This is an optimization exercise on Yosys and OpenROAD, whose aim is small area and a short achievable clock period, not a production implementation.
The RTL was checked by simulation tests, not by an equivalence proof against the original design.
Power figures rest on the tool's default switching activity, not on a simulated workload.

== build 35 ==
## noc_ring_ni
module noc_ring_ni
(
   input  wire        clk,
   input  wire        reset,
   input  wire [1:0]  ctrl_in,
   input  wire [15:0] flit_in,
   input  wire [1:0]  dest_fifo_in,
   output wire        en_pass_req,
   output wire        en_pass_rep,
   output wire        en_local_req,
   output wire        en_local_rep,
   output wire [4:0]  used_slots_pass_rep,
   input  wire [17:0] enq_req_data,
   input  wire [17:0] enq_rep_data,
   input  wire        en_out_req_enq,
   input  wire        en_out_rep_enq,
   output wire        out_req_rdy,
   output wire        out_rep_rdy,
   output wire [17:0] deq_req_data,
   output wire [17:0] deq_rep_data,
   output wire        req_rdy,
   output wire        rep_rdy,
   input  wire        en_in_req_deq,
   input  wire        en_in_rep_deq,
   input  wire        en_local_req_in,
   input  wire        en_local_rep_in,
   input  wire        en_pass_req_in,
   input  wire        en_pass_rep_in,
   input  wire [4:0]  used_slots_pass_rep_in,
   output wire [1:0]  ctrl_out,
   output wire [15:0] flit_out,
   output wire [1:0]  dest_fifo_out
);
clock: 7.0 ns
lec_check: 0
cap_margin: 20
core_margin: 2
core_utilization: 75
cts_cluster_diameter: 70
cts_cluster_size: 18
setup_slack_margin: 4.4
slew_margin: 20
tns_end_percent: 20
run.sh (not shown) runs the stock make flow with config.mk's settings and CLKGATE_MAP_FILE= SYNTH_SCRIPT=/design/flow/synth_recipe.tcl, a recipe that flattens the netlist after the stock synthesis.
Input-level comparison between build 24 and build 35:
Settings: a change of CTS_CLUSTER_SIZE from 18 to 20; a deleted TNS_END_PERCENT that had been 20; a change of CTS_CLUSTER_DIAMETER from 70 to 80; a change of SETUP_SLACK_MARGIN from 4.4 to 4.3.
==> comparison <==
Looking at number of diodes added for antenna fixing, build 24 sits 2 below build 35. The total half-perimeter wirelength after legalization and detailed placement reported for build 24 is smaller than that of build 35 by 0.68%. Build 24: no failed stages, no open violations at the end. Build 24 improves on build 35 in power.
Modified inputs, build 87 compared to build 24
Settings: SETUP_SLACK_MARGIN now 4.4, was 4.3; GPL_ROUTABILITY_DRIVEN now 0, previously not set; CTS_CLUSTER_SIZE now 18, was 20; CTS_CLUSTER_DIAMETER now 70, was 80.
Findings:
- Build 87 reached the end of the flow, and the finished layout is clean on the timing, design-rule and antenna checks.
- Going from build 24 to build 87, final setup skew saw an increase; power per cell area went up by 0.45%; combinational power now sits higher.
Relative to build 87, the following input files were edited for build 81:
Settings: clearing GPL_ROUTABILITY_DRIVEN, which used to be 0.
==> results.txt <==
- Build 81 went all the way through the flow, and no timing, DRC or antenna check failed.
- Summary: with build 87 as the reference, net switching power figure in build 81 moved down slightly.
- Compared with build 87, in build 81 share of total power in the clock network now larger, setup slack of the critical path after layout now larger, met3 track utilization from global routing now smaller.
- Min clock-buffer cell count across build 81 and build 87: build 87
- Going from build 87 to build 81, routed wire length saw a decrease, met2 demand-to-capacity share in global routing saw a decrease.

sierra:
Starting RTL as in the previous note.
export LEC_CHECK = 0
export CAP_MARGIN = 20
export CORE_MARGIN = 2
export CORE_UTILIZATION = 70
export CTS_CLUSTER_DIAMETER = 80
export CTS_CLUSTER_SIZE = 20
export SETUP_SLACK_MARGIN = 4.3
export SLEW_MARGIN = 20
create_clock -name core_clock -period 7.0 [get_ports {clk}]
Modified inputs, pepper compared to sierra
- a change of CTS_CLUSTER_DIAMETER from 80 to 70
- a change of SETUP_SLACK_MARGIN from 4.3 to 4.4
- a change of CORE_UTILIZATION from 70 to 78
- a change of CTS_CLUSTER_SIZE from 20 to 18
Results
- u_ni.u_receive.u_pass_req.head_q[6] as the endpoint of the most critical setup path was reported by pepper, and u_ni.u_receive.u_local_req.g_port.port_q[11] by sierra.
- Smallest setup slack after layout ends up higher on pepper.
- Taking sierra as the reference, in pepper critical path depth grew by 3, overall routed net length went up 7100 um, wire length on met1 lost about 8%, share of the core filled with cells has increased.
- Cmp sierra and pepper / sequential share of cell area / higher: sierra
- pepper ends up with lower final worst-path cycle share than sierra does.
- STATUS area of all placed cells without fillers: pepper loses against sierra

afterwards: timing with drivers on the ports:
Ports are ideal in the flow. The routed layouts listed here were re-timed in OpenROAD. Step 1 (the two cells are an assumption about what drives the block):
set clk [get_ports {clk}]
set_driving_cell -lib_cell sky130_fd_sc_hd__clkbuf_16 $clk
set_driving_cell -lib_cell sky130_fd_sc_hd__buf_2 [delete_from_list [all_inputs] $clk]
Step 2, shift: input delay + t, output delay - t, t = (earliest + latest rising clock arrival at the registers) / 2. This alone moves slack from input paths to output paths. a / b / c = ideal / step 1 / step 2; a / b = the first two.
run	shift t [ns]	slack for setup (ns)	worst setup path after step 2
build 35	0.785	4.210 / 4.143 / 3.468	input to register
build 24	0.754	4.240 / 4.262 / 3.516	input to register
build 87	0.770	4.330 / 4.290 / 3.553	input to register
build 81	0.771	4.360 / 4.304 / 3.589	input to register
sierra	0.770	4.295 / 4.259 / 3.519	input to register
pepper	0.765	4.315 / 4.315 / 3.591	input to register
After both steps every run listed still meets setup and hold. The setup slack of build 87, which loses most, moves by -0.040 ns with the drivers and by -0.777 ns with both steps.
